Context: an optimization exercise on an open-source flow, tuned for small area, a short achievable clock period and few clock cycles per item. The choices shown serve that exercise and are no tape-out recipe. Function was checked by simulation only, so behaviour that the tests miss may differ from the original.

===== flow/design.v =====
package fkf_pkg;
	localparam int CLK_W = 26;
	localparam logic [25:0] SRC_RESET = 26'd3579545;
	localparam logic [25:0] TGT_RESET = 26'd7670453;
	localparam logic [0:0] REG_SOURCE_CLOCK = 1'b0;
	localparam logic [0:0] REG_TARGET_CLOCK = 1'b1;
	localparam int Z_W   = 14;
	localparam int DIV_SPS = 2;
	localparam int DIV_STAGES = (Z_W + DIV_SPS - 1) / DIV_SPS;
	localparam int CAP = 14;
	function automatic logic [23:0] mant_lo(input logic [9:0] idx);
		logic [23:0] v;
		case (idx)
			10'd0: v = 24'h306fe1;
			10'd1: v = 24'h30b640;
			10'd2: v = 24'h30fcaf;
			10'd3: v = 24'h31432f;
			10'd4: v = 24'h3189bf;
			10'd5: v = 24'h31d05f;
			10'd6: v = 24'h321710;
			10'd7: v = 24'h325dd1;
			10'd8: v = 24'h32a4a2;
			10'd9: v = 24'h32eb84;
			10'd10: v = 24'h333276;
			10'd11: v = 24'h337978;
			10'd12: v = 24'h33c08b;
			10'd13: v = 24'h3407ae;
			10'd14: v = 24'h344ee2;
			10'd15: v = 24'h349626;
			10'd16: v = 24'h34dd7b;
			10'd17: v = 24'h3524e0;
			10'd18: v = 24'h356c56;
			10'd19: v = 24'h35b3dc;
			10'd20: v = 24'h35fb73;
			10'd21: v = 24'h36431a;
			10'd22: v = 24'h368ad2;
			10'd23: v = 24'h36d29a;
			10'd24: v = 24'h371a73;
			10'd25: v = 24'h37625d;
			10'd26: v = 24'h37aa57;
			10'd27: v = 24'h37f262;
			10'd28: v = 24'h383a7e;
			10'd29: v = 24'h3882aa;
			10'd30: v = 24'h38cae7;
			10'd31: v = 24'h391334;
			10'd32: v = 24'h395b93;
			10'd33: v = 24'h39a402;
			10'd34: v = 24'h39ec81;
			10'd35: v = 24'h3a3512;
			10'd36: v = 24'h3a7db3;
			10'd37: v = 24'h3ac665;
			10'd38: v = 24'h3b0f28;
			10'd39: v = 24'h3b57fc;
			10'd40: v = 24'h3ba0e1;
			10'd41: v = 24'h3be9d6;
			10'd42: v = 24'h3c32dc;
			10'd43: v = 24'h3c7bf3;
			10'd44: v = 24'h3cc51b;
			10'd45: v = 24'h3d0e54;
			10'd46: v = 24'h3d579e;
			10'd47: v = 24'h3da0f9;
			10'd48: v = 24'h3dea65;
			10'd49: v = 24'h3e33e1;
			10'd50: v = 24'h3e7d6f;
			10'd51: v = 24'h3ec70e;
			10'd52: v = 24'h3f10be;
			10'd53: v = 24'h3f5a7e;
			10'd54: v = 24'h3fa450;
			10'd55: v = 24'h3fee33;
			10'd56: v = 24'h403827;
			10'd57: v = 24'h40822c;
			10'd58: v = 24'h40cc42;
			10'd59: v = 24'h41166a;
			10'd60: v = 24'h4160a2;
			10'd61: v = 24'h41aaec;
			10'd62: v = 24'h41f546;
			10'd63: v = 24'h423fb2;
			10'd64: v = 24'h428a30;
			10'd65: v = 24'h42d4be;
			10'd66: v = 24'h431f5e;
			10'd67: v = 24'h436a0e;
			10'd68: v = 24'h43b4d1;
			10'd69: v = 24'h43ffa4;
			10'd70: v = 24'h444a89;
			10'd71: v = 24'h44957f;
			10'd72: v = 24'h44e086;
			10'd73: v = 24'h452b9f;
			10'd74: v = 24'h4576c9;
			10'd75: v = 24'h45c204;
			10'd76: v = 24'h460d51;
			10'd77: v = 24'h4658af;
			10'd78: v = 24'h46a41f;
			10'd79: v = 24'h46efa0;
			10'd80: v = 24'h473b32;
			10'd81: v = 24'h4786d6;
			10'd82: v = 24'h47d28c;
			10'd83: v = 24'h481e53;
			10'd84: v = 24'h486a2b;
			10'd85: v = 24'h48b615;
			10'd86: v = 24'h490211;
			10'd87: v = 24'h494e1e;
			10'd88: v = 24'h499a3d;
			10'd89: v = 24'h49e66d;
			10'd90: v = 24'h4a32af;
			10'd91: v = 24'h4a7f03;
			10'd92: v = 24'h4acb68;
			10'd93: v = 24'h4b17df;
			10'd94: v = 24'h4b6467;
			10'd95: v = 24'h4bb101;
			10'd96: v = 24'h4bfdad;
			10'd97: v = 24'h4c4a6b;
			10'd98: v = 24'h4c973a;
			10'd99: v = 24'h4ce41c;
			10'd100: v = 24'h4d310e;
			10'd101: v = 24'h4d7e13;
			10'd102: v = 24'h4dcb2a;
			10'd103: v = 24'h4e1852;
			10'd104: v = 24'h4e658c;
			10'd105: v = 24'h4eb2d8;
			10'd106: v = 24'h4f0036;
			10'd107: v = 24'h4f4da6;
			10'd108: v = 24'h4f9b27;
			10'd109: v = 24'h4fe8bb;
			10'd110: v = 24'h503660;
			10'd111: v = 24'h508418;
			10'd112: v = 24'h50d1e1;
			10'd113: v = 24'h511fbd;
			10'd114: v = 24'h516daa;
			10'd115: v = 24'h51bbaa;
			10'd116: v = 24'h5209bb;
			10'd117: v = 24'h5257df;
			10'd118: v = 24'h52a614;
			10'd119: v = 24'h52f45c;
			10'd120: v = 24'h5342b5;
			10'd121: v = 24'h539121;
			10'd122: v = 24'h53df9f;
			10'd123: v = 24'h542e2f;
			10'd124: v = 24'h547cd2;
			10'd125: v = 24'h54cb86;
			10'd126: v = 24'h551a4d;
			10'd127: v = 24'h556925;
			10'd128: v = 24'h55b811;
			10'd129: v = 24'h56070e;
			10'd130: v = 24'h56561d;
			10'd131: v = 24'h56a53f;
			10'd132: v = 24'h56f473;
			10'd133: v = 24'h5743ba;
			10'd134: v = 24'h579313;
			10'd135: v = 24'h57e27e;
			10'd136: v = 24'h5831fb;
			10'd137: v = 24'h58818b;
			10'd138: v = 24'h58d12d;
			10'd139: v = 24'h5920e2;
			10'd140: v = 24'h5970a9;
			10'd141: v = 24'h59c082;
			10'd142: v = 24'h5a106e;
			10'd143: v = 24'h5a606d;
			10'd144: v = 24'h5ab07e;
			10'd145: v = 24'h5b00a1;
			10'd146: v = 24'h5b50d7;
			10'd147: v = 24'h5ba120;
			10'd148: v = 24'h5bf17b;
			10'd149: v = 24'h5c41e8;
			10'd150: v = 24'h5c9269;
			10'd151: v = 24'h5ce2fb;
			10'd152: v = 24'h5d33a1;
			10'd153: v = 24'h5d8459;
			10'd154: v = 24'h5dd524;
			10'd155: v = 24'h5e2601;
			10'd156: v = 24'h5e76f1;
			10'd157: v = 24'h5ec7f4;
			10'd158: v = 24'h5f190a;
			10'd159: v = 24'h5f6a32;
			10'd160: v = 24'h5fbb6d;
			10'd161: v = 24'h600cbb;
			10'd162: v = 24'h605e1c;
			10'd163: v = 24'h60af8f;
			10'd164: v = 24'h610115;
			10'd165: v = 24'h6152ae;
			10'd166: v = 24'h61a45a;
			10'd167: v = 24'h61f619;
			10'd168: v = 24'h6247eb;
			10'd169: v = 24'h6299d0;
			10'd170: v = 24'h62ebc7;
			10'd171: v = 24'h633dd2;
			10'd172: v = 24'h638fef;
			10'd173: v = 24'h63e220;
			10'd174: v = 24'h643463;
			10'd175: v = 24'h6486ba;
			10'd176: v = 24'h64d923;
			10'd177: v = 24'h652ba0;
			10'd178: v = 24'h657e30;
			10'd179: v = 24'h65d0d2;
			10'd180: v = 24'h662388;
			10'd181: v = 24'h667651;
			10'd182: v = 24'h66c92d;
			10'd183: v = 24'h671c1c;
			10'd184: v = 24'h676f1f;
			10'd185: v = 24'h67c234;
			10'd186: v = 24'h68155d;
			10'd187: v = 24'h686899;
			10'd188: v = 24'h68bbe9;
			10'd189: v = 24'h690f4b;
			10'd190: v = 24'h6962c1;
			10'd191: v = 24'h69b64a;
			10'd192: v = 24'h55b811;
			10'd193: v = 24'h56070e;
			10'd194: v = 24'h56561d;
			10'd195: v = 24'h56a53f;
			10'd196: v = 24'h56f473;
			10'd197: v = 24'h5743ba;
			10'd198: v = 24'h579313;
			10'd199: v = 24'h57e27e;
			10'd200: v = 24'h5831fb;
			10'd201: v = 24'h58818b;
			10'd202: v = 24'h58d12d;
			10'd203: v = 24'h5920e2;
			10'd204: v = 24'h5970a9;
			10'd205: v = 24'h59c082;
			10'd206: v = 24'h5a106e;
			10'd207: v = 24'h5a606d;
			10'd208: v = 24'h5ab07e;
			10'd209: v = 24'h5b00a1;
			10'd210: v = 24'h5b50d7;
			10'd211: v = 24'h5ba120;
			10'd212: v = 24'h5bf17b;
			10'd213: v = 24'h5c41e8;
			10'd214: v = 24'h5c9269;
			10'd215: v = 24'h5ce2fb;
			10'd216: v = 24'h5d33a1;
			10'd217: v = 24'h5d8459;
			10'd218: v = 24'h5dd524;
			10'd219: v = 24'h5e2601;
			10'd220: v = 24'h5e76f1;
			10'd221: v = 24'h5ec7f4;
			10'd222: v = 24'h5f190a;
			10'd223: v = 24'h5f6a32;
			10'd224: v = 24'h5fbb6d;
			10'd225: v = 24'h600cbb;
			10'd226: v = 24'h605e1c;
			10'd227: v = 24'h60af8f;
			10'd228: v = 24'h610115;
			10'd229: v = 24'h6152ae;
			10'd230: v = 24'h61a45a;
			10'd231: v = 24'h61f619;
			10'd232: v = 24'h6247eb;
			10'd233: v = 24'h6299d0;
			10'd234: v = 24'h62ebc7;
			10'd235: v = 24'h633dd2;
			10'd236: v = 24'h638fef;
			10'd237: v = 24'h63e220;
			10'd238: v = 24'h643463;
			10'd239: v = 24'h6486ba;
			10'd240: v = 24'h64d923;
			10'd241: v = 24'h652ba0;
			10'd242: v = 24'h657e30;
			10'd243: v = 24'h65d0d2;
			10'd244: v = 24'h662388;
			10'd245: v = 24'h667651;
			10'd246: v = 24'h66c92d;
			10'd247: v = 24'h671c1c;
			10'd248: v = 24'h676f1f;
			10'd249: v = 24'h67c234;
			10'd250: v = 24'h68155d;
			10'd251: v = 24'h686899;
			10'd252: v = 24'h68bbe9;
			10'd253: v = 24'h690f4b;
			10'd254: v = 24'h6962c1;
			10'd255: v = 24'h69b64a;
			10'd256: v = 24'h6a09e6;
			10'd257: v = 24'h6a5d96;
			10'd258: v = 24'h6ab159;
			10'd259: v = 24'h6b0530;
			10'd260: v = 24'h6b5919;
			10'd261: v = 24'h6bad17;
			10'd262: v = 24'h6c0127;
			10'd263: v = 24'h6c554b;
			10'd264: v = 24'h6ca983;
			10'd265: v = 24'h6cfdce;
			10'd266: v = 24'h6d522c;
			10'd267: v = 24'h6da69e;
			10'd268: v = 24'h6dfb24;
			10'd269: v = 24'h6e4fbd;
			10'd270: v = 24'h6ea469;
			10'd271: v = 24'h6ef92a;
			10'd272: v = 24'h6f4dfd;
			10'd273: v = 24'h6fa2e5;
			10'd274: v = 24'h6ff7e0;
			10'd275: v = 24'h704cee;
			10'd276: v = 24'h70a210;
			10'd277: v = 24'h70f746;
			10'd278: v = 24'h714c90;
			10'd279: v = 24'h71a1ed;
			10'd280: v = 24'h71f75f;
			10'd281: v = 24'h724ce3;
			10'd282: v = 24'h72a27c;
			10'd283: v = 24'h72f828;
			10'd284: v = 24'h734de9;
			10'd285: v = 24'h73a3bd;
			10'd286: v = 24'h73f9a5;
			10'd287: v = 24'h744fa0;
			10'd288: v = 24'h74a5b0;
			10'd289: v = 24'h74fbd3;
			10'd290: v = 24'h75520b;
			10'd291: v = 24'h75a856;
			10'd292: v = 24'h75feb5;
			10'd293: v = 24'h765529;
			10'd294: v = 24'h76abb0;
			10'd295: v = 24'h77024b;
			10'd296: v = 24'h7758fa;
			10'd297: v = 24'h77afbe;
			10'd298: v = 24'h780695;
			10'd299: v = 24'h785d80;
			10'd300: v = 24'h78b480;
			10'd301: v = 24'h790b94;
			10'd302: v = 24'h7962bb;
			10'd303: v = 24'h79b9f7;
			10'd304: v = 24'h7a1147;
			10'd305: v = 24'h7a68ab;
			10'd306: v = 24'h7ac024;
			10'd307: v = 24'h7b17b1;
			10'd308: v = 24'h7b6f51;
			10'd309: v = 24'h7bc707;
			10'd310: v = 24'h7c1ed0;
			10'd311: v = 24'h7c76ae;
			10'd312: v = 24'h7ccea0;
			10'd313: v = 24'h7d26a6;
			10'd314: v = 24'h7d7ec1;
			10'd315: v = 24'h7dd6f0;
			10'd316: v = 24'h7e2f33;
			10'd317: v = 24'h7e878b;
			10'd318: v = 24'h7edff8;
			10'd319: v = 24'h7f3878;
			10'd320: v = 24'h7f910d;
			10'd321: v = 24'h7fe9b7;
			10'd322: v = 24'h804275;
			10'd323: v = 24'h809b48;
			10'd324: v = 24'h80f42f;
			10'd325: v = 24'h814d2b;
			10'd326: v = 24'h81a63b;
			10'd327: v = 24'h81ff60;
			10'd328: v = 24'h82589a;
			10'd329: v = 24'h82b1e8;
			10'd330: v = 24'h830b4a;
			10'd331: v = 24'h8364c2;
			10'd332: v = 24'h83be4e;
			10'd333: v = 24'h8417ef;
			10'd334: v = 24'h8471a4;
			10'd335: v = 24'h84cb6f;
			10'd336: v = 24'h85254e;
			10'd337: v = 24'h857f41;
			10'd338: v = 24'h85d94a;
			10'd339: v = 24'h863367;
			10'd340: v = 24'h868d9a;
			10'd341: v = 24'h86e7e1;
			10'd342: v = 24'h87423d;
			10'd343: v = 24'h879cae;
			10'd344: v = 24'h87f733;
			10'd345: v = 24'h8851ce;
			10'd346: v = 24'h88ac7e;
			10'd347: v = 24'h890742;
			10'd348: v = 24'h89621c;
			10'd349: v = 24'h89bd0a;
			10'd350: v = 24'h8a180e;
			10'd351: v = 24'h8a7326;
			10'd352: v = 24'h8ace54;
			10'd353: v = 24'h8b2997;
			10'd354: v = 24'h8b84ef;
			10'd355: v = 24'h8be05c;
			10'd356: v = 24'h8c3bde;
			10'd357: v = 24'h8c9775;
			10'd358: v = 24'h8cf321;
			10'd359: v = 24'h8d4ee3;
			10'd360: v = 24'h8daaba;
			10'd361: v = 24'h8e06a6;
			10'd362: v = 24'h8e62a7;
			10'd363: v = 24'h8ebebe;
			10'd364: v = 24'h8f1aea;
			10'd365: v = 24'h8f772b;
			10'd366: v = 24'h8fd381;
			10'd367: v = 24'h902fed;
			10'd368: v = 24'h908c6e;
			10'd369: v = 24'h90e905;
			10'd370: v = 24'h9145b1;
			10'd371: v = 24'h91a272;
			10'd372: v = 24'h91ff49;
			10'd373: v = 24'h925c35;
			10'd374: v = 24'h92b937;
			10'd375: v = 24'h93164e;
			10'd376: v = 24'h93737b;
			10'd377: v = 24'h93d0bd;
			10'd378: v = 24'h942e15;
			10'd379: v = 24'h948b83;
			10'd380: v = 24'h94e906;
			10'd381: v = 24'h95469e;
			10'd382: v = 24'h95a44d;
			10'd383: v = 24'h960211;
			10'd384: v = 24'h965fea;
			10'd385: v = 24'h96bdda;
			10'd386: v = 24'h971bdf;
			10'd387: v = 24'h9779f9;
			10'd388: v = 24'h97d82a;
			10'd389: v = 24'h983670;
			10'd390: v = 24'h9894cc;
			10'd391: v = 24'h98f33e;
			10'd392: v = 24'h9951c6;
			10'd393: v = 24'h99b064;
			10'd394: v = 24'h9a0f17;
			10'd395: v = 24'h9a6de0;
			10'd396: v = 24'h9accc0;
			10'd397: v = 24'h9b2bb5;
			10'd398: v = 24'h9b8ac0;
			10'd399: v = 24'h9be9e1;
			10'd400: v = 24'h9c4918;
			10'd401: v = 24'h9ca865;
			10'd402: v = 24'h9d07c8;
			10'd403: v = 24'h9d6742;
			10'd404: v = 24'h9dc6d1;
			10'd405: v = 24'h9e2676;
			10'd406: v = 24'h9e8632;
			10'd407: v = 24'h9ee603;
			10'd408: v = 24'h9f45eb;
			10'd409: v = 24'h9fa5e9;
			10'd410: v = 24'ha005fd;
			10'd411: v = 24'ha06627;
			10'd412: v = 24'ha0c668;
			10'd413: v = 24'ha126be;
			10'd414: v = 24'ha1872c;
			10'd415: v = 24'ha1e7af;
			10'd416: v = 24'ha24848;
			10'd417: v = 24'ha2a8f8;
			10'd418: v = 24'ha309bf;
			10'd419: v = 24'ha36a9b;
			10'd420: v = 24'ha3cb8f;
			10'd421: v = 24'ha42c98;
			10'd422: v = 24'ha48db8;
			10'd423: v = 24'ha4eeee;
			10'd424: v = 24'ha5503b;
			10'd425: v = 24'ha5b19e;
			10'd426: v = 24'ha61318;
			10'd427: v = 24'ha674a9;
			10'd428: v = 24'ha6d650;
			10'd429: v = 24'ha7380d;
			10'd430: v = 24'ha799e1;
			10'd431: v = 24'ha7fbcc;
			10'd432: v = 24'ha85dcd;
			10'd433: v = 24'ha8bfe5;
			10'd434: v = 24'ha92214;
			10'd435: v = 24'ha98459;
			10'd436: v = 24'ha9e6b5;
			10'd437: v = 24'haa4928;
			10'd438: v = 24'haaabb2;
			10'd439: v = 24'hab0e52;
			10'd440: v = 24'hab7109;
			10'd441: v = 24'habd3d7;
			10'd442: v = 24'hac36bc;
			10'd443: v = 24'hac99b8;
			10'd444: v = 24'hacfcca;
			10'd445: v = 24'had5ff4;
			10'd446: v = 24'hadc334;
			10'd447: v = 24'hae268b;
			10'd448: v = 24'h965fea;
			10'd449: v = 24'h96bdda;
			10'd450: v = 24'h971bdf;
			10'd451: v = 24'h9779f9;
			10'd452: v = 24'h97d82a;
			10'd453: v = 24'h983670;
			10'd454: v = 24'h9894cc;
			10'd455: v = 24'h98f33e;
			10'd456: v = 24'h9951c6;
			10'd457: v = 24'h99b064;
			10'd458: v = 24'h9a0f17;
			10'd459: v = 24'h9a6de0;
			10'd460: v = 24'h9accc0;
			10'd461: v = 24'h9b2bb5;
			10'd462: v = 24'h9b8ac0;
			10'd463: v = 24'h9be9e1;
			10'd464: v = 24'h9c4918;
			10'd465: v = 24'h9ca865;
			10'd466: v = 24'h9d07c8;
			10'd467: v = 24'h9d6742;
			10'd468: v = 24'h9dc6d1;
			10'd469: v = 24'h9e2676;
			10'd470: v = 24'h9e8632;
			10'd471: v = 24'h9ee603;
			10'd472: v = 24'h9f45eb;
			10'd473: v = 24'h9fa5e9;
			10'd474: v = 24'ha005fd;
			10'd475: v = 24'ha06627;
			10'd476: v = 24'ha0c668;
			10'd477: v = 24'ha126be;
			10'd478: v = 24'ha1872c;
			10'd479: v = 24'ha1e7af;
			10'd480: v = 24'ha24848;
			10'd481: v = 24'ha2a8f8;
			10'd482: v = 24'ha309bf;
			10'd483: v = 24'ha36a9b;
			10'd484: v = 24'ha3cb8f;
			10'd485: v = 24'ha42c98;
			10'd486: v = 24'ha48db8;
			10'd487: v = 24'ha4eeee;
			10'd488: v = 24'ha5503b;
			10'd489: v = 24'ha5b19e;
			10'd490: v = 24'ha61318;
			10'd491: v = 24'ha674a9;
			10'd492: v = 24'ha6d650;
			10'd493: v = 24'ha7380d;
			10'd494: v = 24'ha799e1;
			10'd495: v = 24'ha7fbcc;
			10'd496: v = 24'ha85dcd;
			10'd497: v = 24'ha8bfe5;
			10'd498: v = 24'ha92214;
			10'd499: v = 24'ha98459;
			10'd500: v = 24'ha9e6b5;
			10'd501: v = 24'haa4928;
			10'd502: v = 24'haaabb2;
			10'd503: v = 24'hab0e52;
			10'd504: v = 24'hab7109;
			10'd505: v = 24'habd3d7;
			10'd506: v = 24'hac36bc;
			10'd507: v = 24'hac99b8;
			10'd508: v = 24'hacfcca;
			10'd509: v = 24'had5ff4;
			10'd510: v = 24'hadc334;
			10'd511: v = 24'hae268b;
			10'd512: v = 24'hae89fa;
			10'd513: v = 24'haeed7f;
			10'd514: v = 24'haf511b;
			10'd515: v = 24'hafb4ce;
			10'd516: v = 24'hb01899;
			10'd517: v = 24'hb07c7a;
			10'd518: v = 24'hb0e073;
			10'd519: v = 24'hb14482;
			10'd520: v = 24'hb1a8a9;
			10'd521: v = 24'hb20ce7;
			10'd522: v = 24'hb2713c;
			10'd523: v = 24'hb2d5a8;
			10'd524: v = 24'hb33a2c;
			10'd525: v = 24'hb39ec6;
			10'd526: v = 24'hb40378;
			10'd527: v = 24'hb46841;
			10'd528: v = 24'hb4cd22;
			10'd529: v = 24'hb5321a;
			10'd530: v = 24'hb59729;
			10'd531: v = 24'hb5fc4f;
			10'd532: v = 24'hb6618d;
			10'd533: v = 24'hb6c6e3;
			10'd534: v = 24'hb72c4f;
			10'd535: v = 24'hb791d4;
			10'd536: v = 24'hb7f76f;
			10'd537: v = 24'hb85d22;
			10'd538: v = 24'hb8c2ed;
			10'd539: v = 24'hb928cf;
			10'd540: v = 24'hb98ec9;
			10'd541: v = 24'hb9f4da;
			10'd542: v = 24'hba5b03;
			10'd543: v = 24'hbac144;
			10'd544: v = 24'hbb279c;
			10'd545: v = 24'hbb8e0b;
			10'd546: v = 24'hbbf493;
			10'd547: v = 24'hbc5b32;
			10'd548: v = 24'hbcc1e9;
			10'd549: v = 24'hbd28b8;
			10'd550: v = 24'hbd8f9e;
			10'd551: v = 24'hbdf69c;
			10'd552: v = 24'hbe5db2;
			10'd553: v = 24'hbec4e0;
			10'd554: v = 24'hbf2c26;
			10'd555: v = 24'hbf9383;
			10'd556: v = 24'hbffaf9;
			10'd557: v = 24'hc06286;
			10'd558: v = 24'hc0ca2b;
			10'd559: v = 24'hc131e9;
			10'd560: v = 24'hc199be;
			10'd561: v = 24'hc201ab;
			10'd562: v = 24'hc269b0;
			10'd563: v = 24'hc2d1ce;
			10'd564: v = 24'hc33a03;
			10'd565: v = 24'hc3a250;
			10'd566: v = 24'hc40ab6;
			10'd567: v = 24'hc47334;
			10'd568: v = 24'hc4dbca;
			10'd569: v = 24'hc54478;
			10'd570: v = 24'hc5ad3e;
			10'd571: v = 24'hc6161c;
			10'd572: v = 24'hc67f13;
			10'd573: v = 24'hc6e822;
			10'd574: v = 24'hc75149;
			10'd575: v = 24'hc7ba89;
			10'd576: v = 24'hc823e0;
			10'd577: v = 24'hc88d51;
			10'd578: v = 24'hc8f6d9;
			10'd579: v = 24'hc9607a;
			10'd580: v = 24'hc9ca34;
			10'd581: v = 24'hca3405;
			10'd582: v = 24'hca9df0;
			10'd583: v = 24'hcb07f3;
			10'd584: v = 24'hcb720e;
			10'd585: v = 24'hcbdc42;
			10'd586: v = 24'hcc468e;
			10'd587: v = 24'hccb0f3;
			10'd588: v = 24'hcd1b70;
			10'd589: v = 24'hcd8607;
			10'd590: v = 24'hcdf0b5;
			10'd591: v = 24'hce5b7d;
			10'd592: v = 24'hcec65d;
			10'd593: v = 24'hcf3156;
			10'd594: v = 24'hcf9c67;
			10'd595: v = 24'hd00792;
			10'd596: v = 24'hd072d5;
			10'd597: v = 24'hd0de30;
			10'd598: v = 24'hd149a5;
			10'd599: v = 24'hd1b533;
			10'd600: v = 24'hd220d9;
			10'd601: v = 24'hd28c98;
			10'd602: v = 24'hd2f871;
			10'd603: v = 24'hd36462;
			10'd604: v = 24'hd3d06c;
			10'd605: v = 24'hd43c8f;
			10'd606: v = 24'hd4a8cb;
			10'd607: v = 24'hd51520;
			10'd608: v = 24'hd5818e;
			10'd609: v = 24'hd5ee15;
			10'd610: v = 24'hd65ab5;
			10'd611: v = 24'hd6c76f;
			10'd612: v = 24'hd73441;
			10'd613: v = 24'hd7a12d;
			10'd614: v = 24'hd80e31;
			10'd615: v = 24'hd87b4f;
			10'd616: v = 24'hd8e887;
			10'd617: v = 24'hd955d7;
			10'd618: v = 24'hd9c341;
			10'd619: v = 24'hda30c4;
			10'd620: v = 24'hda9e60;
			10'd621: v = 24'hdb0c16;
			10'd622: v = 24'hdb79e5;
			10'd623: v = 24'hdbe7cd;
			10'd624: v = 24'hdc55cf;
			10'd625: v = 24'hdcc3ea;
			10'd626: v = 24'hdd321f;
			10'd627: v = 24'hdda06d;
			10'd628: v = 24'hde0ed5;
			10'd629: v = 24'hde7d56;
			10'd630: v = 24'hdeebf1;
			10'd631: v = 24'hdf5aa5;
			10'd632: v = 24'hdfc973;
			10'd633: v = 24'he0385b;
			10'd634: v = 24'he0a75c;
			10'd635: v = 24'he11677;
			10'd636: v = 24'he185ab;
			10'd637: v = 24'he1f4f9;
			10'd638: v = 24'he26461;
			10'd639: v = 24'he2d3e3;
			10'd640: v = 24'he3437e;
			10'd641: v = 24'he3b334;
			10'd642: v = 24'he42303;
			10'd643: v = 24'he492ec;
			10'd644: v = 24'he502ee;
			10'd645: v = 24'he5730b;
			10'd646: v = 24'he5e342;
			10'd647: v = 24'he65392;
			10'd648: v = 24'he6c3fd;
			10'd649: v = 24'he73481;
			10'd650: v = 24'he7a520;
			10'd651: v = 24'he815d8;
			10'd652: v = 24'he886ab;
			10'd653: v = 24'he8f797;
			10'd654: v = 24'he9689e;
			10'd655: v = 24'he9d9bf;
			10'd656: v = 24'hea4afa;
			10'd657: v = 24'heabc4f;
			10'd658: v = 24'heb2dbf;
			10'd659: v = 24'heb9f48;
			10'd660: v = 24'hec10ec;
			10'd661: v = 24'hec82aa;
			10'd662: v = 24'hecf483;
			10'd663: v = 24'hed6676;
			10'd664: v = 24'hedd883;
			10'd665: v = 24'hee4aaa;
			10'd666: v = 24'heebcec;
			10'd667: v = 24'hef2f48;
			10'd668: v = 24'hefa1bf;
			10'd669: v = 24'hf01450;
			10'd670: v = 24'hf086fc;
			10'd671: v = 24'hf0f9c2;
			10'd672: v = 24'hf16ca2;
			10'd673: v = 24'hf1df9e;
			10'd674: v = 24'hf252b3;
			10'd675: v = 24'hf2c5e4;
			10'd676: v = 24'hf3392f;
			10'd677: v = 24'hf3ac95;
			10'd678: v = 24'hf42015;
			10'd679: v = 24'hf493b0;
			10'd680: v = 24'hf50766;
			10'd681: v = 24'hf57b36;
			10'd682: v = 24'hf5ef22;
			10'd683: v = 24'hf66328;
			10'd684: v = 24'hf6d748;
			10'd685: v = 24'hf74b84;
			10'd686: v = 24'hf7bfdb;
			10'd687: v = 24'hf8344c;
			10'd688: v = 24'hf8a8d9;
			10'd689: v = 24'hf91d80;
			10'd690: v = 24'hf99242;
			10'd691: v = 24'hfa0720;
			10'd692: v = 24'hfa7c18;
			10'd693: v = 24'hfaf12b;
			10'd694: v = 24'hfb665a;
			10'd695: v = 24'hfbdba3;
			10'd696: v = 24'hfc5108;
			10'd697: v = 24'hfcc688;
			10'd698: v = 24'hfd3c23;
			10'd699: v = 24'hfdb1d9;
			10'd700: v = 24'hfe27aa;
			10'd701: v = 24'hfe9d97;
			10'd702: v = 24'hff139f;
			10'd703: v = 24'hff89c2;
			10'd704: v = 24'he3437e;
			10'd705: v = 24'he3b334;
			10'd706: v = 24'he42303;
			10'd707: v = 24'he492ec;
			10'd708: v = 24'he502ee;
			10'd709: v = 24'he5730b;
			10'd710: v = 24'he5e342;
			10'd711: v = 24'he65392;
			10'd712: v = 24'he6c3fd;
			10'd713: v = 24'he73481;
			10'd714: v = 24'he7a520;
			10'd715: v = 24'he815d8;
			10'd716: v = 24'he886ab;
			10'd717: v = 24'he8f797;
			10'd718: v = 24'he9689e;
			10'd719: v = 24'he9d9bf;
			10'd720: v = 24'hea4afa;
			10'd721: v = 24'heabc4f;
			10'd722: v = 24'heb2dbf;
			10'd723: v = 24'heb9f48;
			10'd724: v = 24'hec10ec;
			10'd725: v = 24'hec82aa;
			10'd726: v = 24'hecf483;
			10'd727: v = 24'hed6676;
			10'd728: v = 24'hedd883;
			10'd729: v = 24'hee4aaa;
			10'd730: v = 24'heebcec;
			10'd731: v = 24'hef2f48;
			10'd732: v = 24'hefa1bf;
			10'd733: v = 24'hf01450;
			10'd734: v = 24'hf086fc;
			10'd735: v = 24'hf0f9c2;
			10'd736: v = 24'hf16ca2;
			10'd737: v = 24'hf1df9e;
			10'd738: v = 24'hf252b3;
			10'd739: v = 24'hf2c5e4;
			10'd740: v = 24'hf3392f;
			10'd741: v = 24'hf3ac95;
			10'd742: v = 24'hf42015;
			10'd743: v = 24'hf493b0;
			10'd744: v = 24'hf50766;
			10'd745: v = 24'hf57b36;
			10'd746: v = 24'hf5ef22;
			10'd747: v = 24'hf66328;
			10'd748: v = 24'hf6d748;
			10'd749: v = 24'hf74b84;
			10'd750: v = 24'hf7bfdb;
			10'd751: v = 24'hf8344c;
			10'd752: v = 24'hf8a8d9;
			10'd753: v = 24'hf91d80;
			10'd754: v = 24'hf99242;
			10'd755: v = 24'hfa0720;
			10'd756: v = 24'hfa7c18;
			10'd757: v = 24'hfaf12b;
			10'd758: v = 24'hfb665a;
			10'd759: v = 24'hfbdba3;
			10'd760: v = 24'hfc5108;
			10'd761: v = 24'hfcc688;
			10'd762: v = 24'hfd3c23;
			10'd763: v = 24'hfdb1d9;
			10'd764: v = 24'hfe27aa;
			10'd765: v = 24'hfe9d97;
			10'd766: v = 24'hff139f;
			10'd767: v = 24'hff89c2;
			10'd768: v = 24'h000000;
			10'd769: v = 24'h003b2d;
			10'd770: v = 24'h007667;
			10'd771: v = 24'h00b1b0;
			10'd772: v = 24'h00ed06;
			10'd773: v = 24'h012869;
			10'd774: v = 24'h0163db;
			10'd775: v = 24'h019f5a;
			10'd776: v = 24'h01dae7;
			10'd777: v = 24'h021681;
			10'd778: v = 24'h02522a;
			10'd779: v = 24'h028de0;
			10'd780: v = 24'h02c9a4;
			10'd781: v = 24'h030576;
			10'd782: v = 24'h034155;
			10'd783: v = 24'h037d43;
			10'd784: v = 24'h03b93e;
			10'd785: v = 24'h03f547;
			10'd786: v = 24'h04315f;
			10'd787: v = 24'h046d84;
			10'd788: v = 24'h04a9b6;
			10'd789: v = 24'h04e5f7;
			10'd790: v = 24'h052246;
			10'd791: v = 24'h055ea3;
			10'd792: v = 24'h059b0d;
			10'd793: v = 24'h05d786;
			10'd794: v = 24'h06140c;
			10'd795: v = 24'h0650a1;
			10'd796: v = 24'h068d43;
			10'd797: v = 24'h06c9f4;
			10'd798: v = 24'h0706b3;
			10'd799: v = 24'h07437f;
			10'd800: v = 24'h07805a;
			10'd801: v = 24'h07bd43;
			10'd802: v = 24'h07fa3a;
			10'd803: v = 24'h08373e;
			10'd804: v = 24'h087452;
			10'd805: v = 24'h08b173;
			10'd806: v = 24'h08eea2;
			10'd807: v = 24'h092bdf;
			10'd808: v = 24'h09692b;
			10'd809: v = 24'h09a685;
			10'd810: v = 24'h09e3ed;
			10'd811: v = 24'h0a2163;
			10'd812: v = 24'h0a5ee7;
			10'd813: v = 24'h0a9c7a;
			10'd814: v = 24'h0ada1a;
			10'd815: v = 24'h0b17ca;
			10'd816: v = 24'h0b5587;
			10'd817: v = 24'h0b9352;
			10'd818: v = 24'h0bd12c;
			10'd819: v = 24'h0c0f14;
			10'd820: v = 24'h0c4d0b;
			10'd821: v = 24'h0c8b10;
			10'd822: v = 24'h0cc923;
			10'd823: v = 24'h0d0744;
			10'd824: v = 24'h0d4574;
			10'd825: v = 24'h0d83b2;
			10'd826: v = 24'h0dc1ff;
			10'd827: v = 24'h0e005a;
			10'd828: v = 24'h0e3ec3;
			10'd829: v = 24'h0e7d3b;
			10'd830: v = 24'h0ebbc1;
			10'd831: v = 24'h0efa56;
			10'd832: v = 24'h0f38f9;
			10'd833: v = 24'h0f77ab;
			10'd834: v = 24'h0fb66b;
			10'd835: v = 24'h0ff53a;
			10'd836: v = 24'h103417;
			10'd837: v = 24'h107303;
			10'd838: v = 24'h10b1fd;
			10'd839: v = 24'h10f106;
			10'd840: v = 24'h11301d;
			10'd841: v = 24'h116f43;
			10'd842: v = 24'h11ae78;
			10'd843: v = 24'h11edbb;
			10'd844: v = 24'h122d0d;
			10'd845: v = 24'h126c6d;
			10'd846: v = 24'h12abdc;
			10'd847: v = 24'h12eb5a;
			10'd848: v = 24'h132ae6;
			10'd849: v = 24'h136a81;
			10'd850: v = 24'h13aa2b;
			10'd851: v = 24'h13e9e4;
			10'd852: v = 24'h1429ab;
			10'd853: v = 24'h146981;
			10'd854: v = 24'h14a966;
			10'd855: v = 24'h14e959;
			10'd856: v = 24'h15295c;
			10'd857: v = 24'h15696d;
			10'd858: v = 24'h15a98d;
			10'd859: v = 24'h15e9bb;
			10'd860: v = 24'h1629f9;
			10'd861: v = 24'h166a45;
			10'd862: v = 24'h16aaa1;
			10'd863: v = 24'h16eb0b;
			10'd864: v = 24'h172b84;
			10'd865: v = 24'h176c0c;
			10'd866: v = 24'h17aca3;
			10'd867: v = 24'h17ed48;
			10'd868: v = 24'h182dfd;
			10'd869: v = 24'h186ec1;
			10'd870: v = 24'h18af94;
			10'd871: v = 24'h18f075;
			10'd872: v = 24'h193166;
			10'd873: v = 24'h197266;
			10'd874: v = 24'h19b374;
			10'd875: v = 24'h19f492;
			10'd876: v = 24'h1a35bf;
			10'd877: v = 24'h1a76fb;
			10'd878: v = 24'h1ab845;
			10'd879: v = 24'h1af9a0;
			10'd880: v = 24'h1b3b09;
			10'd881: v = 24'h1b7c81;
			10'd882: v = 24'h1bbe08;
			10'd883: v = 24'h1bff9f;
			10'd884: v = 24'h1c4144;
			10'd885: v = 24'h1c82f9;
			10'd886: v = 24'h1cc4bd;
			10'd887: v = 24'h1d0691;
			10'd888: v = 24'h1d4873;
			10'd889: v = 24'h1d8a65;
			10'd890: v = 24'h1dcc66;
			10'd891: v = 24'h1e0e76;
			10'd892: v = 24'h1e5095;
			10'd893: v = 24'h1e92c4;
			10'd894: v = 24'h1ed502;
			10'd895: v = 24'h1f1750;
			10'd896: v = 24'h1f59ac;
			10'd897: v = 24'h1f9c18;
			10'd898: v = 24'h1fde94;
			10'd899: v = 24'h20211e;
			10'd900: v = 24'h2063b9;
			10'd901: v = 24'h20a662;
			10'd902: v = 24'h20e91b;
			10'd903: v = 24'h212be3;
			10'd904: v = 24'h216ebb;
			10'd905: v = 24'h21b1a2;
			10'd906: v = 24'h21f499;
			10'd907: v = 24'h22379f;
			10'd908: v = 24'h227ab5;
			10'd909: v = 24'h22bdda;
			10'd910: v = 24'h23010f;
			10'd911: v = 24'h234453;
			10'd912: v = 24'h2387a7;
			10'd913: v = 24'h23cb0a;
			10'd914: v = 24'h240e7d;
			10'd915: v = 24'h245200;
			10'd916: v = 24'h249592;
			10'd917: v = 24'h24d934;
			10'd918: v = 24'h251ce5;
			10'd919: v = 24'h2560a6;
			10'd920: v = 24'h25a477;
			10'd921: v = 24'h25e857;
			10'd922: v = 24'h262c47;
			10'd923: v = 24'h267047;
			10'd924: v = 24'h26b456;
			10'd925: v = 24'h26f876;
			10'd926: v = 24'h273ca5;
			10'd927: v = 24'h2780e3;
			10'd928: v = 24'h27c532;
			10'd929: v = 24'h280990;
			10'd930: v = 24'h284dfe;
			10'd931: v = 24'h28927c;
			10'd932: v = 24'h28d70a;
			10'd933: v = 24'h291ba7;
			10'd934: v = 24'h296055;
			10'd935: v = 24'h29a512;
			10'd936: v = 24'h29e9df;
			10'd937: v = 24'h2a2ebc;
			10'd938: v = 24'h2a73a9;
			10'd939: v = 24'h2ab8a6;
			10'd940: v = 24'h2afdb3;
			10'd941: v = 24'h2b42d0;
			10'd942: v = 24'h2b87fd;
			10'd943: v = 24'h2bcd3a;
			10'd944: v = 24'h2c1287;
			10'd945: v = 24'h2c57e4;
			10'd946: v = 24'h2c9d50;
			10'd947: v = 24'h2ce2cd;
			10'd948: v = 24'h2d285a;
			10'd949: v = 24'h2d6df8;
			10'd950: v = 24'h2db3a5;
			10'd951: v = 24'h2df962;
			10'd952: v = 24'h2e3f2f;
			10'd953: v = 24'h2e850d;
			10'd954: v = 24'h2ecafb;
			10'd955: v = 24'h2f10f8;
			10'd956: v = 24'h2f5706;
			10'd957: v = 24'h2f9d25;
			10'd958: v = 24'h2fe353;
			10'd959: v = 24'h302992;
			10'd960: v = 24'h1f59ac;
			10'd961: v = 24'h1f9c18;
			10'd962: v = 24'h1fde94;
			10'd963: v = 24'h20211e;
			10'd964: v = 24'h2063b9;
			10'd965: v = 24'h20a662;
			10'd966: v = 24'h20e91b;
			10'd967: v = 24'h212be3;
			10'd968: v = 24'h216ebb;
			10'd969: v = 24'h21b1a2;
			10'd970: v = 24'h21f499;
			10'd971: v = 24'h22379f;
			10'd972: v = 24'h227ab5;
			10'd973: v = 24'h22bdda;
			10'd974: v = 24'h23010f;
			10'd975: v = 24'h234453;
			10'd976: v = 24'h2387a7;
			10'd977: v = 24'h23cb0a;
			10'd978: v = 24'h240e7d;
			10'd979: v = 24'h245200;
			10'd980: v = 24'h249592;
			10'd981: v = 24'h24d934;
			10'd982: v = 24'h251ce5;
			10'd983: v = 24'h2560a6;
			10'd984: v = 24'h25a477;
			10'd985: v = 24'h25e857;
			10'd986: v = 24'h262c47;
			10'd987: v = 24'h267047;
			10'd988: v = 24'h26b456;
			10'd989: v = 24'h26f876;
			10'd990: v = 24'h273ca5;
			10'd991: v = 24'h2780e3;
			10'd992: v = 24'h27c532;
			10'd993: v = 24'h280990;
			10'd994: v = 24'h284dfe;
			10'd995: v = 24'h28927c;
			10'd996: v = 24'h28d70a;
			10'd997: v = 24'h291ba7;
			10'd998: v = 24'h296055;
			10'd999: v = 24'h29a512;
			10'd1000: v = 24'h29e9df;
			10'd1001: v = 24'h2a2ebc;
			10'd1002: v = 24'h2a73a9;
			10'd1003: v = 24'h2ab8a6;
			10'd1004: v = 24'h2afdb3;
			10'd1005: v = 24'h2b42d0;
			10'd1006: v = 24'h2b87fd;
			10'd1007: v = 24'h2bcd3a;
			10'd1008: v = 24'h2c1287;
			10'd1009: v = 24'h2c57e4;
			10'd1010: v = 24'h2c9d50;
			10'd1011: v = 24'h2ce2cd;
			10'd1012: v = 24'h2d285a;
			10'd1013: v = 24'h2d6df8;
			10'd1014: v = 24'h2db3a5;
			10'd1015: v = 24'h2df962;
			10'd1016: v = 24'h2e3f2f;
			10'd1017: v = 24'h2e850d;
			10'd1018: v = 24'h2ecafb;
			10'd1019: v = 24'h2f10f8;
			10'd1020: v = 24'h2f5706;
			10'd1021: v = 24'h2f9d25;
			10'd1022: v = 24'h2fe353;
			10'd1023: v = 24'h302992;
			default: v = '0;
		endcase
		mant_lo = v;
	endfunction
endpackage
module fkf_front (
	input  logic        clk,
	input  logic        arst_n,
	input  logic        accept,
	input  logic [7:0]  key_code,
	input  logic [7:0]  key_fraction,
	output logic        vld_s2,
	output logic [23:0] mlo_s2,
	output logic [3:0]  exp_s2
);
	logic       vld_s1;
	logic [6:0] kc_s1;
	logic [5:0] kf_s1;
	logic       wrap;
	assign wrap = kc_s1[3] && kc_s1[2];
	always_ff @(posedge clk or negedge arst_n) begin
		if (!arst_n) begin
			vld_s1 <= 1'b0;
			vld_s2 <= 1'b0;
		end else begin
			vld_s1 <= accept;
			vld_s2 <= vld_s1;
		end
	end
	always_ff @(posedge clk) begin
		kc_s1  <= key_code[6:0];
		kf_s1  <= key_fraction[7:2];
		mlo_s2 <= fkf_pkg::mant_lo({kc_s1[3:0], kf_s1});
		exp_s2 <= {1'b0, kc_s1[6:4]} + {3'd0, wrap};
	end
endmodule
module fkf_queue (
	input  logic        clk,
	input  logic        arst_n,
	input  logic        res_valid,
	input  logic [13:0] res,
	output logic        out_valid,
	input  logic        out_stall,
	output logic [2:0]  block,
	output logic [10:0] freq_number
);
	localparam int DEPTH = fkf_pkg::CAP - 1;
	localparam int PTR_W = $clog2(DEPTH);
	localparam int CNT_W = $clog2(DEPTH + 1);
	logic [13:0]      entry_q [0:DEPTH-1];
	logic [PTR_W-1:0] wr_q;
	logic [PTR_W-1:0] rd_q;
	logic [CNT_W-1:0] cnt_q;
	logic             load;
	logic             from_q;
	logic             push;
	logic             pop;
	assign load   = !out_valid || !out_stall;
	assign from_q = cnt_q != '0;
	assign pop    = load && from_q;
	assign push   = res_valid && !(load && !from_q);
	always_ff @(posedge clk or negedge arst_n) begin
		if (!arst_n) begin
			wr_q      <= '0;
			rd_q      <= '0;
			cnt_q     <= '0;
			out_valid <= 1'b0;
		end else begin
			if (push)
				wr_q <= (wr_q == PTR_W'(DEPTH - 1)) ? '0 : wr_q + 1'b1;
			if (pop)
				rd_q <= (rd_q == PTR_W'(DEPTH - 1)) ? '0 : rd_q + 1'b1;
			cnt_q <= cnt_q + CNT_W'(push) - CNT_W'(pop);
			if (load)
				out_valid <= from_q || res_valid;
		end
	end
	always_ff @(posedge clk) begin
		if (push)
			entry_q[wr_q] <= res;
		if (load)
			{block, freq_number} <= from_q ? entry_q[rd_q] : res;
	end
endmodule
module fkf_back (
	input  logic        clk,
	input  logic        arst_n,
	input  logic [25:0] src,
	input  logic [25:0] tgt,
	input  logic        accept,
	input  logic [7:0]  key_code,
	input  logic [7:0]  key_fraction,
	output logic        res_valid,
	output logic [13:0] res
);
	localparam int Z_W = fkf_pkg::Z_W;
	localparam int SPS = fkf_pkg::DIV_SPS;
	localparam int NST = fkf_pkg::DIV_STAGES;
	logic [25:0] tgt_nz;
	logic [4:0]  ps, pt;
	logic [25:0] sn, tn;
	logic [4:0]  ps_q, pt_q;
	logic [25:0] sn_q, tn_q;
	logic        src_zero_q, src_zero_c;
	logic [32:0] a_raw;
	logic [45:0] b_raw;
	logic [32:0] an_c;
	logic [45:0] bn_c;
	logic [5:0]  gc_c;
	logic [32:0] an_q;
	logic [45:0] bn_q;
	logic signed [5:0] gc_q;
	assign tgt_nz = (tgt == '0) ? 26'd1 : tgt;
	always_comb begin
		ps = '0;
		pt = '0;
		for (int i = 0; i < 26; i++) begin
			if (src[i])
				ps = 5'(i);
			if (tgt_nz[i])
				pt = 5'(i);
		end
	end
	assign sn = src << (5'd25 - ps);
	assign tn = tgt_nz << (5'd25 - pt);
	always_ff @(posedge clk) begin
		ps_q       <= ps;
		pt_q       <= pt;
		sn_q       <= sn;
		tn_q       <= tn;
		src_zero_q <= src == '0;
	end
	logic [45:0] b_lo_q, b_hi_q;
	logic [4:0]  pt_q2;
	logic [4:0]  ps_q2;
	logic        fa_q;
	always_ff @(posedge clk) begin
		b_lo_q <= 46'(tn_q) * 46'(715909 % 1024);
		b_hi_q <= 46'(tn_q) * 46'(715909 / 1024);
	end
	assign a_raw = 33'(sn_q) * 33'd99;
	assign b_raw = b_lo_q + {b_hi_q[35:0], 10'd0};
	assign an_c  = a_raw[32] ? a_raw : {a_raw[31:0], 1'b0};
	assign bn_c  = b_raw[45] ? b_raw : {b_raw[44:0], 1'b0};
	assign gc_c  = 6'({1'b0, ps_q2}) - 6'({1'b0, pt_q2}) + 6'(fa_q) - 6'(b_raw[45]);
	always_ff @(posedge clk) begin
		fa_q       <= a_raw[32];
		ps_q2      <= ps_q;
		pt_q2      <= pt_q;
		an_q       <= an_c;
		bn_q       <= bn_c;
		gc_q       <= gc_c;
		src_zero_c <= src_zero_q;
	end
	logic        vld_s2;
	logic [23:0] mlo_s2;
	logic [3:0]  exp_s2;
	fkf_front u_front (
		.clk          (clk),
		.arst_n       (arst_n),
		.accept       (accept),
		.key_code     (key_code),
		.key_fraction (key_fraction),
		.vld_s2       (vld_s2),
		.mlo_s2       (mlo_s2),
		.exp_s2       (exp_s2)
	);
	logic        vld_s3, vld_s4;
	logic [3:0]  exp_s3, exp_s4;
	logic [44:0] pl_s3, ph_s3;
	logic [57:0] p;
	logic [45:0] r_s4;
	logic [Z_W-1:0] l_s4;
	assign p = {1'b0, an_q, 24'd0} + {1'b0, ph_s3, 12'd0} + 58'(pl_s3);
	always_ff @(posedge clk or negedge arst_n) begin
		if (!arst_n) begin
			vld_s3 <= 1'b0;
			vld_s4 <= 1'b0;
		end else begin
			vld_s3 <= vld_s2;
			vld_s4 <= vld_s3;
		end
	end
	always_ff @(posedge clk) begin
		pl_s3  <= 45'(an_q) * 45'(mlo_s2[11:0]);
		ph_s3  <= 45'(an_q) * 45'(mlo_s2[23:12]);
		exp_s3 <= exp_s2;
		r_s4   <= {1'b0, p[57:13]};
		l_s4   <= {p[12:0], 1'b0};
		exp_s4 <= exp_s3;
	end
	logic           dv_vld [NST];
	logic [45:0]    dv_r   [NST];
	logic [Z_W-1:0] dv_l   [NST];
	logic [3:0]     dv_exp [NST];
	for (genvar k = 0; k < NST; k++) begin : g_div
		logic           v_in;
		logic [45:0]    r_in;
		logic [Z_W-1:0] l_in;
		logic [3:0]     e_in;
		logic [45:0]    r_out;
		logic [Z_W-1:0] l_out;
		if (k == 0) begin : g_first
			assign v_in = vld_s4;
			assign r_in = r_s4;
			assign l_in = l_s4;
			assign e_in = exp_s4;
		end else begin : g_next
			assign v_in = dv_vld[k-1];
			assign r_in = dv_r[k-1];
			assign l_in = dv_l[k-1];
			assign e_in = dv_exp[k-1];
		end
		always_comb begin
			logic [46:0] t;
			logic [47:0] d;
			r_out = r_in;
			l_out = l_in;
			for (int j = 0; j < SPS; j++) begin
				if (k * SPS + j < Z_W) begin
					t = {r_out, l_out[Z_W-1]};
					d = {1'b0, t} - {2'b0, bn_q};
					l_out = {l_out[Z_W-2:0], !d[47]};
					r_out = d[47] ? t[45:0] : d[45:0];
				end
			end
		end
		always_ff @(posedge clk or negedge arst_n) begin
			if (!arst_n)
				dv_vld[k] <= 1'b0;
			else
				dv_vld[k] <= v_in;
		end
		always_ff @(posedge clk) begin
			dv_r[k]   <= r_out;
			dv_l[k]   <= l_out;
			dv_exp[k] <= e_in;
		end
	end
	logic [Z_W-1:0]    z;
	logic signed [7:0] g;
	logic [1:0]        dd;
	logic [2:0]        kk;
	logic signed [7:0] braw;
	logic [Z_W-1:0]    w;
	logic [11:0]       f;
	logic [2:0]        blk;
	logic [10:0]       fn;
	logic [7:0]        sh0;
	assign z = dv_l[NST-1];
	assign g = 8'(dv_exp[NST-1]) + 8'(gc_q);
	always_comb begin
		dd = z[13] ? 2'd2 : (z[12] ? 2'd1 : 2'd0);
		kk = 3'(dd) + 3'((z >> dd) == 14'd4095);
		braw = g + 8'(kk) - 8'sd1;
		sh0 = 8'sd1 - g;
		if (braw <= 8'sd0) begin
			w   = (sh0 >= 8'd14) ? '0 : z >> sh0[3:0];
			blk = 3'd0;
		end else begin
			w   = z >> kk;
			blk = braw[2:0];
		end
		f  = 12'((13'(w) + 13'd1) >> 1);
		fn = f[10:0];
		if (src_zero_c) begin
			blk = 3'd0;
			fn  = 11'd0;
		end else if (braw > 8'sd7) begin
			blk = 3'd7;
			fn  = 11'd2047;
		end
	end
	always_ff @(posedge clk or negedge arst_n) begin
		if (!arst_n)
			res_valid <= 1'b0;
		else
			res_valid <= dv_vld[NST-1];
	end
	always_ff @(posedge clk) begin
		res <= {blk, fn};
	end
endmodule
module fm_keycode_to_fnum_block (
	input  logic             clk,
	input  logic             arst_n,
	input  logic             cfg_we,
	input  logic [0:0]       cfg_index,
	input  logic [fkf_pkg::CLK_W-1:0] cfg_data,
	input  logic             in_valid,
	output logic             in_stall,
	input  logic [7:0]       key_code,
	input  logic [7:0]       key_fraction,
	output logic             out_valid,
	input  logic             out_stall,
	output logic [2:0]       block,
	output logic [10:0]      freq_number
);
	localparam int CNT_W = $clog2(fkf_pkg::CAP + 1);
	logic [fkf_pkg::CLK_W-1:0] src_q;
	logic [fkf_pkg::CLK_W-1:0] tgt_q;
	logic              accept;
	logic              take;
	logic [CNT_W-1:0]  cnt_q;
	logic              cnt_full_q;
	logic              cnt_last_q;
	logic [CNT_W-1:0]  cnt_d;
	logic              res_valid;
	logic [13:0]       res;
	always_ff @(posedge clk or negedge arst_n) begin
		if (!arst_n) begin
			src_q <= fkf_pkg::SRC_RESET;
			tgt_q <= fkf_pkg::TGT_RESET;
		end else if (cfg_we) begin
			case (cfg_index)
				fkf_pkg::REG_SOURCE_CLOCK: src_q <= cfg_data;
				fkf_pkg::REG_TARGET_CLOCK: tgt_q <= cfg_data;
				default: ;
			endcase
		end
	end
	assign accept = in_valid && !in_stall;
	assign take   = out_valid && !out_stall;
	assign cnt_d  = cnt_q + CNT_W'(accept) - CNT_W'(take);
	always_ff @(posedge clk or negedge arst_n) begin
		if (!arst_n) begin
			cnt_q      <= '0;
			cnt_full_q <= 1'b0;
			cnt_last_q <= 1'b0;
			in_stall   <= 1'b0;
		end else begin
			cnt_q      <= cnt_d;
			cnt_full_q <= cnt_d == CNT_W'(fkf_pkg::CAP);
			cnt_last_q <= cnt_d == CNT_W'(fkf_pkg::CAP - 1);
			in_stall   <= (cnt_full_q && !take) || (cnt_last_q && in_valid && !take);
		end
	end
	fkf_back u_back (
		.clk          (clk),
		.arst_n       (arst_n),
		.src          (src_q),
		.tgt          (tgt_q),
		.accept       (accept),
		.key_code     (key_code),
		.key_fraction (key_fraction),
		.res_valid    (res_valid),
		.res          (res)
	);
	fkf_queue u_queue (
		.clk         (clk),
		.arst_n      (arst_n),
		.res_valid   (res_valid),
		.res         (res),
		.out_valid   (out_valid),
		.out_stall   (out_stall),
		.block       (block),
		.freq_number (freq_number)
	);
endmodule

===== flow/config.mk =====
export PLATFORM = sky130hd
export DESIGN_NAME = fm_keycode_to_fnum_block
export DESIGN_NICKNAME = fm_keycode_to_fnum_block
export VERILOG_FILES = /design/flow/design.v
export SDC_FILE = /design/flow/constraint.sdc
export NUM_CORES = 8
export LEC_CHECK = 0
export CAP_MARGIN = 20
export CORE_MARGIN = 2
export CORE_UTILIZATION = 40
export SLEW_MARGIN = 20
export SYNTH_MEMORY_MAX_BITS = 65536

===== flow/constraint.sdc =====
create_clock -name core_clock -period 12.0 [get_ports {clk}]
set_input_delay 2.4000 -clock core_clock [delete_from_list [all_inputs] [get_ports {clk}]]
set_output_delay 2.4000 -clock core_clock [all_outputs]
set_load 0.01 [all_outputs]

===== flow/run.sh =====
#!/bin/bash
# synth_recipe.tcl (not shown) runs the flow's synth.tcl, then flattens the netlist and writes it again
# the make line also repeats each setting of config.mk as NAME=value (left out here)
make -C /OpenROAD-flow-scripts/flow DESIGN_CONFIG=/design/flow/config.mk WORK_HOME=/design/flow/orfs CLKGATE_MAP_FILE= SYNTH_SCRIPT=/design/flow/synth_recipe.tcl finish

==> summary.txt <==
Num CTS Buffers 148; gr ovfl total 0; floorplan row count 203; hold buffers post-CTS 0; clock sinks 1116; drt wl/cell 25.6 um; Root Buffer clkbuf_16; setup TNS 0 ps; syn nets 16719; Synth area leader dfxtp_1; dpl ws 2580 ps; initial DRC count 10313; Syn Area/Cell 8.44 um^2; Area growth syn-to-layout 8.90%; path depth of the worst reg2reg path 31; status timing/DRC/antenna clean; DRC 0; number of synthesized flops with an enable pin 196; Synth Cell Area 123000 um^2; Die Y 558 um; # setup viols final 0; initial antenna violation count 61; post-route ant nets 0; Clock Latency Late Sink 880 ps; Min Clock Period, post-route 9420 ps; Final #Nets 16597; CTS tree yes; clk buf depth 4; CP max stage cell nor4bb_1; vias in the first global route 108342; largest net degree at the start of global routing 154; H-tree levels 4; CP max FO 65; Max-slew headroom 4.34%; Seq/Total Area, Yosys 20.1%; global placement routability congestion 1.11; # IOs 64; share of cells above drive strength 1 8.98%; DRT Wirelength 479 mm; top cell type's share of synthesized area 13.6%; die area 312000 um^2; All-Layer GR Usage 30.1%; vias 110696; ys flop type dfxtp_1; worst clock skew 82.8 ps; RSZ-0062 raised after global routing false; Non-Filler Instances 18713; postcts setup bufs 0; endpoints failing hold 0; Yosys cell types 107; clock-pin slew on the worst setup and hold paths 60 ps; CP Data Required Time 12710 ps; DP Cell Count 18394; most common cell in the netlist nand2_1; Slew Limit Fails 0; PnR worst setup slack 2580 ps; first-pass GRT wire length 703 mm; #FFs+latches synth 1116; maxcap violations 0; Syn Inst Count 14571; post-DR vias/cell 5.92; Worst Hold Class register to register; Tightest Pin Transition 1430 ps; startpoint types register; DP HPWL 365 mm; post-CTS sizing 0; number of port buffers 60; top post-synthesis cells by area dfxtp_1 (14%), fa_1 (14%), ha_1 (13%); WS Path Type register to register; Initial Utilization 40.2%; ys async rst share 7.53%; synth warn 8; Tcrit/Tclk final 78.5%; core area 306000 um^2; Slowest Stage Delay on Critical Path 800 ps; Worst Hold Path Cells 0; crit end category register; Synth top cells by count nand2_1 (1629), inv_1 (1352), ha_1 (1265); Die X 558 um; max frequency 106 MHz; CP Data Arrival Time 10130 ps; TritonRoute pass-1 iters 7
## critical path, delay by kind of cell (launching register included)
family,cells,cell delay [ps]
multiplexers,2,800
buffers and inverters,6,1220
AND/OR/NAND/NOR,7,2770
flip-flops,1,300
adder cells (fa/ha/maj),2,610
AO/OA/AOI/OAI,14,3470
## area by class of cell
type / instances / area [um^2]
Tap cell: 4100 / 5130
Timing Repair Buffer: 372 / 3040
Antenna cell: 51 / 128
Sequential cell: 1116 / 24800
Multi-Input combinational cell: 11441 / 90800
Clock inverter: 83 / 862
Fill cell: 30760 / 172000
Inverter: 1370 / 5140
Clock buffer: 180 / 3990
## per-stage QoR
| stage | cell area (um^2) | hold WS (ps) | util, % |
|---|---|---|---|
| floorplan | 123000 | 310 | - |
| global placement | 129000 | 310 | 42.1 |
| global route | 134000 | 302 | 43.8 |
| detailed placement | 129000 | 312 | 42.1 |
| CTS | 134000 | 294 | 43.7 |
| finish | 134000 | 295 | 43.8 |
## state kept, by name, summed over array words and instances, names as in the netlist, 24 cells and up
name,cells
src_q,26
u_back.b_hi_q,36
tgt_q,26
u_back.u_front.mlo_s2,24
u_back.dv_l,92
u_back.b_lo_q,33
u_queue.entry_q,182
u_back.ph_s3,45
u_back.dv_exp,28
u_back.pl_s3,45
u_back.sn_q,26
u_back.an_q,33
u_back.r_s4,45
u_back.tn_q,26
u_back.bn_q,46
u_back.dv_r,276
## cells by family after synthesis
family,after synthesis,synth area share (%)
compound gates,3985,20.5
xor+xnor,744,5.32
fa+ha+maj,2100,26.5
buf+inv,2014,6.25
flops,1116,20.1
mux,626,6.59
simple gates,3986,14.7
## worst paths after layout
path,slack (ps),from,endpoint
worst max-delay path,2580,u_back.bn_q[8],u_back.dv_r[4][3]
max in group asynchronous,9220,arst_n,src_q[8]
worst max register to register,2580,u_back.bn_q[8],u_back.dv_r[4][3]
worst min-delay path,290,u_back.dv_l[3][2],u_back.dv_l[4][4]
worst min register to register,290,u_back.dv_l[3][2],u_back.dv_l[4][4]
min in group asynchronous,1590,arst_n,u_queue.wr_q[3]
## cells in the final DEF (no fill, tap or decap), drive strengths merged, types with 51 or more instances in the layout
| cell | n |
|---|---|
| dfxtp | 836 |
| a311oi | 54 |
| buf | 311 |
| o22ai | 56 |
| and2 | 288 |
| o21a | 168 |
| nand2 | 1629 |
| nand2b | 143 |
| clkinv | 52 |
| diode | 51 |
| o21ai | 933 |
| o211ai | 95 |
| dfrtp | 59 |
| o31ai | 79 |
| o21bai | 114 |
| mux2i | 88 |
| nand3 | 249 |
| mux2 | 456 |
| mux4 | 82 |
| clkdlybuf4s50 | 59 |
| ha | 1265 |
| nand4 | 70 |
| a21o | 375 |
| nor2 | 913 |
| a21oi | 1230 |
| fa | 835 |
| and3 | 88 |
| nor3 | 252 |
| clkbuf | 181 |
| xor2 | 225 |
| nor2b | 148 |
| a211oi | 141 |
| edfxtp | 196 |
| inv | 1384 |
| xnor2 | 518 |
| a221oi | 64 |
| a31oi | 143 |
## per-layer routing
metal	vias to the layer above	part of all wire [%]	global-route usage, %
li1	51010	-	-
met1	53848	42	38.7
met2	4607	41	44.6
met3	1189	11	10.5
met4	42	5.6	14.8
met5	-	0.094	0.123
Testbench counts, summed over its fixed seeds: cycles 12,992, items 12,288.

==> separate check: timing with driven ports <==
No port has a modelled driver above. Below, the same layout with a new extraction and two added sets of constraints. Step 1 assumes that a clkbuf_16 drives the clock port and a buf_2 every other input. Step 2, shift: input delay + t, output delay - t, t = (earliest + latest rising clock arrival at the registers) / 2. This alone moves slack from input paths to output paths. a / b / c = no drivers / after step 1 / after step 2; a / b = the first two.
t, ns: 0.945
slack for setup (ns): 2.576 / 2.576 / 2.576
slew at the worst register clock pin (ns): 0.07 / 0.07
worst data-port slew with drivers (ns): 0.45
After both steps this run still meets setup and hold. The setup slack of this run moves by 0.000 ns with the drivers and by 0.000 ns with both steps.
